This design comes from an exercise in tuning for a short achievable clock period and few clock cycles on the open sky130 flow, not from production work.
RTL that was checked went through simulation tests only; none was proved equivalent to the original.

==> inputs of 06-28 <==
## cpu
module cpu (
	input  logic                       APB_PCLK,
	input  logic                       APB_PRESETn,
	output logic [32-1:0] paddr,
	output logic [32-1:0] pwdata,
	input  logic [32-1:0] prdata,
	output logic                       psel,
	output logic                       penable,
	output logic                       pwrite,
	output logic [3:0]                 pstrb,
	input  logic                       pready,
	output logic                       halted,
	output logic [32-1:0] pc
);
	logic s_idle, s_fs, s_fa, s_bb, s_bm, s_ms, s_ma, s_halt;
	logic psel_q, penable_q, pwrite_q;
	logic [31:0] iw;
	logic [6:0]  opc;
	logic [2:0]  f3;
	logic        d_op, d_opi, d_lui, d_ld, d_st, d_br, d_jal, d_mem, d_halt;
	assign iw   = prdata;
	assign opc  = iw[6:0];
	assign f3   = iw[14:12];
	assign d_op   = opc[4] & ~opc[2] & opc[5];
	assign d_opi  = opc[4] & ~opc[2] & ~opc[5];
	assign d_lui  = opc[4] & opc[2];
	assign d_ld   = ~opc[4] & ~opc[6] & ~opc[5];
	assign d_st   = ~opc[4] & ~opc[6] & opc[5];
	assign d_br   = ~opc[4] & opc[6] & ~opc[2];
	assign d_jal  = ~opc[4] & opc[6] & opc[2];
	assign d_mem  = ~opc[4] & ~opc[6];
	assign d_halt = (iw == 32'h0000_0000);
	logic fa_done, ma_done;
	assign fa_done = s_fa & pready;
	assign ma_done = s_ma & pready;
	logic [31:1][31:0] rf;
	logic [31:1]       rd1h_q;
	logic [31:0]       res_q;
	logic              pend_q;
	logic [4:0]        rdb_q;
	logic [31:1]       fwd_m;
	logic              fwd_en;
	assign fwd_m  = rd1h_q & {31{pend_q}};
	assign fwd_en = pend_q & (rdb_q != 5'd0);
	always_ff @(posedge APB_PCLK) begin
		for (int r = 1; r < 32; r++) begin
			if (pend_q & rd1h_q[r]) rf[r] <= res_q;
		end
	end
	logic [31:0] rs1_val, rs2_val;
	rf_read u_rd1 (.rf(rf), .idx(iw[19:15]), .fwd_m(fwd_m), .fwd_rd(rdb_q), .fwd_en(fwd_en),
		.fwd_v(res_q), .v(rs1_val));
	rf_read u_rd2 (.rf(rf), .idx(iw[24:20]), .fwd_m(fwd_m), .fwd_rd(rdb_q), .fwd_en(fwd_en),
		.fwd_v(res_q), .v(rs2_val));
	logic [31:0] imm_i, imm_s, imm_u, imm_b, imm_j;
	assign imm_i = {{20{iw[31]}}, iw[31:20]};
	assign imm_s = {{20{iw[31]}}, iw[31:25], iw[11:7]};
	assign imm_u = {iw[31:12], 12'b0};
	assign imm_b = {{19{iw[31]}}, iw[31], iw[7], iw[30:25], iw[11:8], 1'b0};
  ...
Settings: LEC_CHECK=0, CAP_MARGIN=30, CORE_MARGIN=2, CORE_UTILIZATION=55, SETUP_SLACK_MARGIN=4.3, SLEW_MARGIN=30, SYNTH_HIERARCHICAL=1, SYNTH_MINIMUM_KEEP_SIZE=0; clock period 7.0 ns.
run.sh (not shown) runs the stock make flow with config.mk's settings and CLKGATE_MAP_FILE= SYNTH_SCRIPT=/design/flow/synth_recipe.tcl, a recipe that flattens the netlist after the stock synthesis.
==> inputs of 05-07, as changes to 06-28 <==
--- a/flow/design.v
+++ b/flow/design.v
@@ -219,18 +219,25 @@
 	input  logic [4:0]        idx,
 	input  logic [31:1]       fwd_m,   
 	input  logic [4:0]        fwd_rd,  
 	input  logic              fwd_en,  
 	input  logic [31:0]       fwd_v,
 	output logic [31:0]       v
 );
-	logic [31:0] oh;
-	logic        fsel;
-	rf_dec u_dec (.idx(idx), .fwd_m(fwd_m), .fwd_rd(fwd_rd), .fwd_en(fwd_en), .oh(oh), .fsel(fsel));
+	logic [3:0][31:0] ohg;
+	logic [3:0]       fselg;
+	for (genvar d = 0; d < 4; d++) begin : dg
+		rf_dec u_dec (.idx(idx), .fwd_m(fwd_m), .fwd_rd(fwd_rd), .fwd_en(fwd_en), .oh(ohg[d]),
+			.fsel(fselg[d]));
+	end
 	for (genvar b = 0; b < 32; b++) begin : bitr
+		logic [31:0] oh;
+		logic        fsel;
+		assign oh   = ohg[b / 8];
+		assign fsel = fselg[b / 8];
 		logic [15:0] l1;
 		logic [3:0]  l2;
 		logic [1:0]  l3;
 		c_a22oi u_p0 (.a1(rf[1][b]), .a2(oh[1]), .b1(fwd_v[b]), .b2(fsel), .y(l1[0]));
 		for (genvar k = 1; k < 16; k++) begin : pr
 			c_a22oi u_p (.a1(rf[2 * k][b]), .a2(oh[2 * k]), .b1(rf[2 * k + 1][b]),
 				.b2(oh[2 * k + 1]), .y(l1[k]));
@@ -317,14 +324,17 @@
 endmodule
 module c_nand3 (input logic a, b, c, output logic y);
 	assign y = ~(a & b & c);
 endmodule
 module c_nor3 (input logic a, b, c, output logic y);
 	assign y = ~(a | b | c);
 endmodule
+module c_mux2 (input logic a0, a1, s, output logic y);
+	assign y = s ? a1 : a0;
+endmodule
 `timescale 1ns/1ps
 `timescale 1ns/1ps
 module cpu (
 	input  logic                       APB_PCLK,
 	input  logic                       APB_PRESETn,
 	output logic [32-1:0] paddr,
 	output logic [32-1:0] pwdata,
@@ -382,76 +392,74 @@
 	assign imm_s = {{20{iw[31]}}, iw[31:25], iw[11:7]};
 	assign imm_u = {iw[31:12], 12'b0};
 	assign imm_b = {{19{iw[31]}}, iw[31], iw[7], iw[30:25], iw[11:8], 1'b0};
 	assign imm_j = {{11{iw[31]}}, iw[31], iw[19:12], iw[20], iw[30:21], 1'b0};
 	logic [31:0] pc_q;
 	logic [31:0] pc_plus4;
 	inc4_32 u_padd (.a(pc_q), .s(pc_plus4));
+	logic [31:0] tgt_j;
+	ks_add32 u_jadd (.a(pc_q), .b(imm_j), .s(tgt_j));
 	logic        inv, use_rs2, s_a, s_b, s_c;
 	logic [31:0] b_imm, bimm_x, b_pass;
-	logic [31:0] pg_x, pg_xn, pg_y, pg_p, pg_g, rs2_n;
+	logic [31:0] rs2_n;
 	assign inv     = (d_op & f3 == 3'b000 & iw[30]) | ((d_op | d_opi) & f3 == 3'b010);
 	assign use_rs2 = d_op | d_br;
 	assign b_imm   = d_st ? imm_s : imm_i;
 	assign bimm_x  = b_imm ^ {32{inv}};
 	assign s_a     = use_rs2 & ~inv;
 	assign s_b     = use_rs2 & inv;
 	assign s_c     = ~use_rs2;
-	logic [31:0] pg_t1, pg_t2, pg_u1, pg_u2, pg_in;
-	for (genvar i = 0; i < 32; i++) begin : pgb
-		c_xor2   u_x  (.a(rs1_val[i]), .b(rs2_val[i]), .y(pg_x[i]));
-		c_xnor2  u_xn (.a(rs1_val[i]), .b(rs2_val[i]), .y(pg_xn[i]));
-		c_xor2   u_y  (.a(rs1_val[i]), .b(bimm_x[i]), .y(pg_y[i]));
-		c_a22oi  u_t1 (.a1(pg_x[i]), .a2(s_a), .b1(pg_xn[i]), .b2(s_b), .y(pg_t1[i]));
-		c_nand2  u_t2 (.a(pg_y[i]), .b(s_c), .y(pg_t2[i]));
-		c_nand2  u_p  (.a(pg_t1[i]), .b(pg_t2[i]), .y(pg_p[i]));
+	logic [31:0] bb_u1, bb_u2, bb;
+	for (genvar i = 0; i < 32; i++) begin : bbm
 		c_inv    u_r2 (.a(rs2_val[i]), .y(rs2_n[i]));
-		c_a22oi  u_u1 (.a1(rs2_val[i]), .a2(s_a), .b1(rs2_n[i]), .b2(s_b), .y(pg_u1[i]));
-		c_nand2  u_u2 (.a(bimm_x[i]), .b(s_c), .y(pg_u2[i]));
-		c_nand2  u_in (.a(pg_u1[i]), .b(pg_u2[i]), .y(pg_in[i]));
-		c_and2   u_g  (.a(rs1_val[i]), .b(pg_in[i]), .y(pg_g[i]));
+		c_a22oi  u_u1 (.a1(rs2_val[i]), .a2(s_a), .b1(rs2_n[i]), .b2(s_b), .y(bb_u1[i]));
+		c_nand2  u_u2 (.a(bimm_x[i]), .b(s_c), .y(bb_u2[i]));
+		c_nand2  u_bb (.a(bb_u1[i]), .b(bb_u2[i]), .y(bb[i]));
 	end
 	assign b_pass = d_lui ? imm_u : pc_plus4;
-	logic [31:0] p_q, g_q, b_q, s_q, imm_q;
+	logic [31:0] a_q, bb_q, b_q, s_q, imm_q;
 	logic        cin_q;
 	logic        sel_sum_q, sel_slt_q, sel_xor_q, sel_or_q, sel_and_q, sel_b_q;
-	logic        jal_q, bne_q;
+	logic        bne_q;
 	logic [1:0]  sz_q;
 	always_ff @(posedge APB_PCLK) begin
-		p_q   <= pg_p;
-		g_q   <= pg_g;
+		a_q   <= rs1_val;
+		bb_q  <= bb;
 		b_q   <= b_pass;
 		s_q   <= rs2_val;
-		imm_q <= d_jal ? imm_j : imm_b;
+		imm_q <= imm_b;
 		cin_q <= inv;
 		sel_sum_q <= (d_op | d_opi) & f3 == 3'b000;
 		sel_slt_q <= (d_op | d_opi) & f3 == 3'b010;
 		sel_xor_q <= (d_op | d_opi) & f3 == 3'b100;
 		sel_or_q  <= (d_op | d_opi) & f3 == 3'b110;
 		sel_and_q <= (d_op | d_opi) & f3 == 3'b111;
 		sel_b_q   <= d_lui | d_jal;
-		jal_q <= d_jal;
 		bne_q <= f3[0];
 		sz_q  <= f3[1:0];
 	end
 	logic ld_q;
 	logic [31:0] pc4_q;
 	always_ff @(posedge APB_PCLK) begin
 		if (fa_done) begin
 			ld_q   <= d_ld;
 			pc4_q  <= pc_plus4;
 			rdb_q  <= iw[11:7];
 			for (int r = 1; r < 32; r++) rd1h_q[r] <= (iw[11:7] == 5'(r));
 		end
 	end
-	logic [31:0] sum;
+	logic [31:0] sum, p_q, g_q;
+	for (genvar i = 0; i < 32; i++) begin : pg
+		c_xor2 u_p (.a(a_q[i]), .b(bb_q[i]), .y(p_q[i]));
+		c_and2 u_g (.a(a_q[i]), .b(bb_q[i]), .y(g_q[i]));
+	end
 	ks_pg32c u_add (.p(p_q), .g(g_q), .cin(cin_q), .s(sum));
 	logic        take;
 	logic [31:0] tgt;
-	assign take = jal_q | ((p_q == 32'd0) ^ bne_q);
+	assign take = (p_q == 32'd0) ^ bne_q;
 	ks_add32 u_tadd (.a(pc_q), .b(imm_q), .s(tgt));
 	logic [3:0]  strb_c;
 	logic [31:0] wdat_c;
 	always_comb begin
 		case (sz_q)
 			2'b00:   strb_c = 4'b0001 << sum[1:0];
 			2'b01:   strb_c = sum[1] ? 4'b1100 : 4'b0011;
@@ -463,65 +471,79 @@
 			default: wdat_c = s_q;
 		endcase
 	end
 	logic [31:0] paddr_q;
 	logic [3:0]  strb_q;
 	logic [31:0] wdat_q;
 	logic        direct;
+	logic        jump;
 	assign direct = fa_done & ~d_halt & ~d_br & ~d_jal & ~d_mem;
+	assign jump   = fa_done & ~d_halt & d_jal;
+	logic        a_dir, a_jmp, a_tgt, a_pc4, a_sum, a_hold_p, a_hold_a;
+	logic [31:0] pc_nxt, paddr_nxt;
+	assign a_dir    = APB_PRESETn & direct;
+	assign a_jmp    = APB_PRESETn & jump;
+	assign a_tgt    = APB_PRESETn & s_bb & take;
+	assign a_pc4    = APB_PRESETn & ((s_bb & ~take) | ma_done);
+	assign a_sum    = APB_PRESETn & s_bm;
+	assign a_hold_p = APB_PRESETn & ~(direct | jump | s_bb | ma_done);
+	assign a_hold_a = APB_PRESETn & ~(direct | jump | s_bb | s_bm | ma_done);
+	for (genvar i = 0; i < 32; i++) begin : pcn
+		logic n1, n2, n3, n4, m1, m3;
+		c_a22oi u_n1 (.a1(tgt[i]), .a2(a_tgt), .b1(pc4_q[i]), .b2(a_pc4), .y(n1));
+		c_a22oi u_n2 (.a1(pc_plus4[i]), .a2(a_dir), .b1(sum[i]), .b2(a_sum), .y(n2));
+		c_nand2 u_n3 (.a(paddr_q[i]), .b(a_hold_a), .y(n3));
+		c_nand2 u_n4 (.a(tgt_j[i]), .b(a_jmp), .y(n4));
+		c_nand4 u_a  (.a(n1), .b(n2), .c(n3), .d(n4), .y(paddr_nxt[i]));
+		c_nand2 u_m1 (.a(pc_plus4[i]), .b(a_dir), .y(m1));
+		c_nand2 u_m3 (.a(pc_q[i]), .b(a_hold_p), .y(m3));
+		c_nand4 u_p  (.a(n1), .b(m1), .c(m3), .d(n4), .y(pc_nxt[i]));
+	end
 	always_ff @(posedge APB_PCLK) begin
-		if (!APB_PRESETn) begin
-			pc_q    <= 32'h0000_0000;
-			paddr_q <= 32'h0000_0000;
-		end else begin
-			if (direct) begin
-				pc_q    <= pc_plus4;
-				paddr_q <= pc_plus4;
-			end else if (s_bb) begin
-				pc_q    <= take ? tgt : pc4_q;
-				paddr_q <= take ? tgt : pc4_q;
-			end else if (s_bm) begin
-				paddr_q <= sum;
-			end else if (ma_done) begin
-				pc_q    <= pc4_q;
-				paddr_q <= pc4_q;
-			end
-		end
+		pc_q    <= pc_nxt;
+		paddr_q <= paddr_nxt;
+	end
+	logic [35:0] sw_nxt;
+	for (genvar i = 0; i < 36; i++) begin : swm
+		c_mux2 u_m (.a0(i < 32 ? wdat_q[i % 32] : strb_q[i % 4]), .a1(i < 32 ? wdat_c[i % 32] : strb_c[i % 4]),
+			.s(s_bm), .y(sw_nxt[i]));
 	end
 	always_ff @(posedge APB_PCLK) begin
-		if (s_bm) begin
-			strb_q <= strb_c;
-			wdat_q <= wdat_c;
-		end
+		wdat_q <= sw_nxt[31:0];
+		strb_q <= sw_nxt[35:32];
 	end
 	logic [31:0] raw_q;
-	logic [31:0] res, res_e;
-	logic        k1, k2n, res0_n;
+	logic [31:0] res_e, res_o;
+	logic        go_alu_q, go_ld_q;
+	logic        k_sum, k1, k2n, res0_n;
 	assign res_e = ({32{sel_xor_q}} & p_q) |
 		({32{sel_or_q}} & (p_q | g_q)) |
 		({32{sel_and_q}} & g_q) |
 		({32{sel_b_q}} & b_q);
-	assign k1  = sel_slt_q & p_q[31];
-	assign k2n = ~((sel_slt_q & ~p_q[31] & g_q[31]) | res_e[0]);
-	c_a22oi u_r0a (.a1(sum[0]), .a2(sel_sum_q), .b1(sum[31]), .b2(k1), .y(res0_n));
-	c_nand2 u_r0b (.a(res0_n), .b(k2n), .y(res[0]));
+	assign res_o = ({32{go_alu_q}} & res_e) | ({32{go_ld_q}} & raw_q) |
+		({32{~(go_alu_q | go_ld_q)}} & res_q);
+	assign k_sum = go_alu_q & sel_sum_q;
+	assign k1    = go_alu_q & sel_slt_q & p_q[31];
+	assign k2n   = ~((go_alu_q & sel_slt_q & ~p_q[31] & g_q[31]) | res_o[0]);
+	logic [31:0] res_nxt;
+	c_a22oi u_r0a (.a1(sum[0]), .a2(k_sum), .b1(sum[31]), .b2(k1), .y(res0_n));
+	c_nand2 u_r0b (.a(res0_n), .b(k2n), .y(res_nxt[0]));
 	for (genvar i = 1; i < 32; i++) begin : rs
-		c_a21o u_r (.a1(sum[i]), .a2(sel_sum_q), .b1(res_e[i]), .y(res[i]));
+		c_a21o u_r (.a1(sum[i]), .a2(k_sum), .b1(res_o[i]), .y(res_nxt[i]));
 	end
 	always_ff @(posedge APB_PCLK) begin
 		raw_q <= prdata;
 	end
-	logic go_alu_q, go_ld_q;
 	always_ff @(posedge APB_PCLK) begin
-		if (go_alu_q | go_ld_q) res_q <= go_ld_q ? raw_q : res;
+		res_q <= res_nxt;
 	end
 	logic n_fs, n_fa, n_bb, n_bm, n_ms, n_ma;
-	assign n_fs = s_idle | direct | s_bb | ma_done;
+	assign n_fs = s_idle | direct | jump | s_bb | ma_done;
 	assign n_fa = s_fs | (s_fa & ~pready);
-	assign n_bb = fa_done & ~d_halt & (d_br | d_jal);
+	assign n_bb = fa_done & ~d_halt & d_br;
 	assign n_bm = fa_done & ~d_halt & d_mem;
 	assign n_ms = s_bm;
 	assign n_ma = s_ms | (s_ma & ~pready);
 	always_ff @(posedge APB_PCLK) begin
 		if (!APB_PRESETn) begin
 			s_idle    <= 1'b1;
 			s_fs      <= 1'b0;
==> inputs of 07-25, as changes to 06-28 <==
--- a/flow/design.v
+++ b/flow/design.v
@@ -384,45 +384,38 @@
 	assign imm_b = {{19{iw[31]}}, iw[31], iw[7], iw[30:25], iw[11:8], 1'b0};
 	assign imm_j = {{11{iw[31]}}, iw[31], iw[19:12], iw[20], iw[30:21], 1'b0};
 	logic [31:0] pc_q;
 	logic [31:0] pc_plus4;
 	inc4_32 u_padd (.a(pc_q), .s(pc_plus4));
 	logic        inv, use_rs2, s_a, s_b, s_c;
 	logic [31:0] b_imm, bimm_x, b_pass;
-	logic [31:0] pg_x, pg_xn, pg_y, pg_p, pg_g, rs2_n;
+	logic [31:0] rs2_n;
 	assign inv     = (d_op & f3 == 3'b000 & iw[30]) | ((d_op | d_opi) & f3 == 3'b010);
 	assign use_rs2 = d_op | d_br;
 	assign b_imm   = d_st ? imm_s : imm_i;
 	assign bimm_x  = b_imm ^ {32{inv}};
 	assign s_a     = use_rs2 & ~inv;
 	assign s_b     = use_rs2 & inv;
 	assign s_c     = ~use_rs2;
-	logic [31:0] pg_t1, pg_t2, pg_u1, pg_u2, pg_in;
-	for (genvar i = 0; i < 32; i++) begin : pgb
-		c_xor2   u_x  (.a(rs1_val[i]), .b(rs2_val[i]), .y(pg_x[i]));
-		c_xnor2  u_xn (.a(rs1_val[i]), .b(rs2_val[i]), .y(pg_xn[i]));
-		c_xor2   u_y  (.a(rs1_val[i]), .b(bimm_x[i]), .y(pg_y[i]));
-		c_a22oi  u_t1 (.a1(pg_x[i]), .a2(s_a), .b1(pg_xn[i]), .b2(s_b), .y(pg_t1[i]));
-		c_nand2  u_t2 (.a(pg_y[i]), .b(s_c), .y(pg_t2[i]));
-		c_nand2  u_p  (.a(pg_t1[i]), .b(pg_t2[i]), .y(pg_p[i]));
+	logic [31:0] bb_u1, bb_u2, bb;
+	for (genvar i = 0; i < 32; i++) begin : bbm
 		c_inv    u_r2 (.a(rs2_val[i]), .y(rs2_n[i]));
-		c_a22oi  u_u1 (.a1(rs2_val[i]), .a2(s_a), .b1(rs2_n[i]), .b2(s_b), .y(pg_u1[i]));
-		c_nand2  u_u2 (.a(bimm_x[i]), .b(s_c), .y(pg_u2[i]));
-		c_nand2  u_in (.a(pg_u1[i]), .b(pg_u2[i]), .y(pg_in[i]));
-		c_and2   u_g  (.a(rs1_val[i]), .b(pg_in[i]), .y(pg_g[i]));
+		c_a22oi  u_u1 (.a1(rs2_val[i]), .a2(s_a), .b1(rs2_n[i]), .b2(s_b), .y(bb_u1[i]));
+		c_nand2  u_u2 (.a(bimm_x[i]), .b(s_c), .y(bb_u2[i]));
+		c_nand2  u_bb (.a(bb_u1[i]), .b(bb_u2[i]), .y(bb[i]));
 	end
 	assign b_pass = d_lui ? imm_u : pc_plus4;
-	logic [31:0] p_q, g_q, b_q, s_q, imm_q;
+	logic [31:0] a_q, bb_q, b_q, s_q, imm_q;
 	logic        cin_q;
 	logic        sel_sum_q, sel_slt_q, sel_xor_q, sel_or_q, sel_and_q, sel_b_q;
 	logic        jal_q, bne_q;
 	logic [1:0]  sz_q;
 	always_ff @(posedge APB_PCLK) begin
-		p_q   <= pg_p;
-		g_q   <= pg_g;
+		a_q   <= rs1_val;
+		bb_q  <= bb;
 		b_q   <= b_pass;
 		s_q   <= rs2_val;
 		imm_q <= d_jal ? imm_j : imm_b;
 		cin_q <= inv;
 		sel_sum_q <= (d_op | d_opi) & f3 == 3'b000;
 		sel_slt_q <= (d_op | d_opi) & f3 == 3'b010;
 		sel_xor_q <= (d_op | d_opi) & f3 == 3'b100;
@@ -439,15 +432,19 @@
 		if (fa_done) begin
 			ld_q   <= d_ld;
 			pc4_q  <= pc_plus4;
 			rdb_q  <= iw[11:7];
 			for (int r = 1; r < 32; r++) rd1h_q[r] <= (iw[11:7] == 5'(r));
 		end
 	end
-	logic [31:0] sum;
+	logic [31:0] sum, p_q, g_q;
+	for (genvar i = 0; i < 32; i++) begin : pg
+		c_xor2 u_p (.a(a_q[i]), .b(bb_q[i]), .y(p_q[i]));
+		c_and2 u_g (.a(a_q[i]), .b(bb_q[i]), .y(g_q[i]));
+	end
 	ks_pg32c u_add (.p(p_q), .g(g_q), .cin(cin_q), .s(sum));
 	logic        take;
 	logic [31:0] tgt;
 	assign take = jal_q | ((p_q == 32'd0) ^ bne_q);
 	ks_add32 u_tadd (.a(pc_q), .b(imm_q), .s(tgt));
 	logic [3:0]  strb_c;
 	logic [31:0] wdat_c;
==> flow/flow/run.sh (new file) <==
#!/bin/bash
# The standard ORFS layout, with gate resizing allowed to change a cell's footprint
# (the sky130hd platform otherwise limits the timing repair to same-footprint swaps).
# The synthesis step is the standard one, unchanged.
set -euo pipefail
bash standard.sh synth > synth.log 2>&1
bash standard.sh MATCH_CELL_FOOTPRINT=0 finish > layout.log 2>&1
==> flow/standard.sh (new file) <==
#!/bin/bash
# synth_recipe.tcl (not shown) runs the flow's synth.tcl, then flattens the netlist and writes it again
# the make line also repeats each setting of config.mk as NAME=value (left out here)
make -C /OpenROAD-flow-scripts/flow DESIGN_CONFIG=/design/flow/config.mk WORK_HOME=/design/flow/orfs CLKGATE_MAP_FILE= SYNTH_SCRIPT=/design/flow/synth_recipe.tcl "${@:-finish}"
removed: flow/run.sh
==> impl_metrics.csv <==
group,metric,value,unit
status,outcome,"complete, no violations",
hold_path,min_to,"pwrite_q$_SDFFE_PN0P_",
critical_path,critPathSlowestCell,"nand4_1",
route,drt-initial-drc-count,9288,
hold_path,hp-start,"pwrite_q$_SDFFE_PN0P_",
route,vias,53990,
power_and_ir_drop,comb_power,2.84,mW
placed_design,routabilityCongestion,1.011,
finish,buffer_area_share,10.25,%
finish,utilization,70.74,%
global_routing,grtUsageTotal,44.53,%
synthesis,avgSynthCellArea,13.62,um2
power_and_ir_drop,sw_frac_of_total,27.95,%
route,wl_met2,122.3,mm
placed_design,place_area,0.07203,mm2
critical_path,worst-path-stages,14,
synthesis,syn_area,0.06669,mm2
Source of the figures above: 07-25

==> impl_metrics.csv <==
group,metric,value,unit
status,outcome,"complete, no violations",
hold_path,min_to,"pwrite_q$_SDFFE_PN0P_",
placed_design,place_area,0.07337,mm2
critical_path,critPathSlowestCell,"nand4_1",
finish,buffer_area_share,9.253,%
global_routing,grtUsageTotal,42.79,%
route,drt-initial-drc-count,8482,
synthesis,syn_area,0.06789,mm2
power_and_ir_drop,sw_frac_of_total,27.70,%
synthesis,avgSynthCellArea,13.43,um2
critical_path,worst-path-stages,16,
power_and_ir_drop,comb_power,2.47,mW
hold_path,hp-start,"pwrite_q$_SDFFE_PN0P_",
placed_design,routabilityCongestion,1.020,
route,wl_met2,123.6,mm
finish,utilization,69.34,%
Source of the figures above: 06-28

==> impl_metrics.csv <==
group,metric,value,unit
critical_path,worst-path-stages,10,
finish,buffer_area_share,9.878,%
hold_path,hp-start,"s_idle$_DFF_P_",
placed_design,routabilityCongestion,1.017,
global_routing,grtUsageTotal,42.29,%
placed_design,place_area,0.07499,mm2
finish,utilization,71.71,%
power_and_ir_drop,sw_frac_of_total,28.11,%
hold_path,min_to,"s_fs$_SDFF_PN0_",
synthesis,syn_area,0.07030,mm2
status,outcome,"complete, no violations",
Source of the figures above: 05-07

Testbench counts of 06-28, summed over its fixed seeds: cycles 56,255.
Testbench counts of 05-07, summed over its fixed seeds: cycles 54,967.
For 07-25, only the layout was checked, not whether the RTL still works.

==> re-timing with driven ports <==
The flow's constraints put no driver on any port. The routed layouts listed below were extracted and timed again, unchanged, in two steps. Step 1: set_driving_cell puts a clkbuf_16 on APB_PCLK and a buf_2 on each other input, an assumption about the parent block. Step 2 adds t to the input delays and takes it off the output delays; t is the mean of the earliest and latest rising clock arrival at the registers after step 1. Input paths then give back, and output paths get back, about the clock's delay inside the block. a / b / c = ideal / step 1 / step 2; a / b = the first two.
run	t, ns	setup WS [ns]	cell pins on the clock port's net
06-28	0.884	3.746 / 3.746 / 2.862	1
05-07	0.870	4.027 / 3.926 / 3.056	1
07-25	0.865	3.806 / 3.793 / 2.928	1
After both steps setup and hold are still met in every run listed. For 05-07, which loses most, drivers alone change the setup slack by -0.101 ns; drivers and shift together by -0.971 ns.
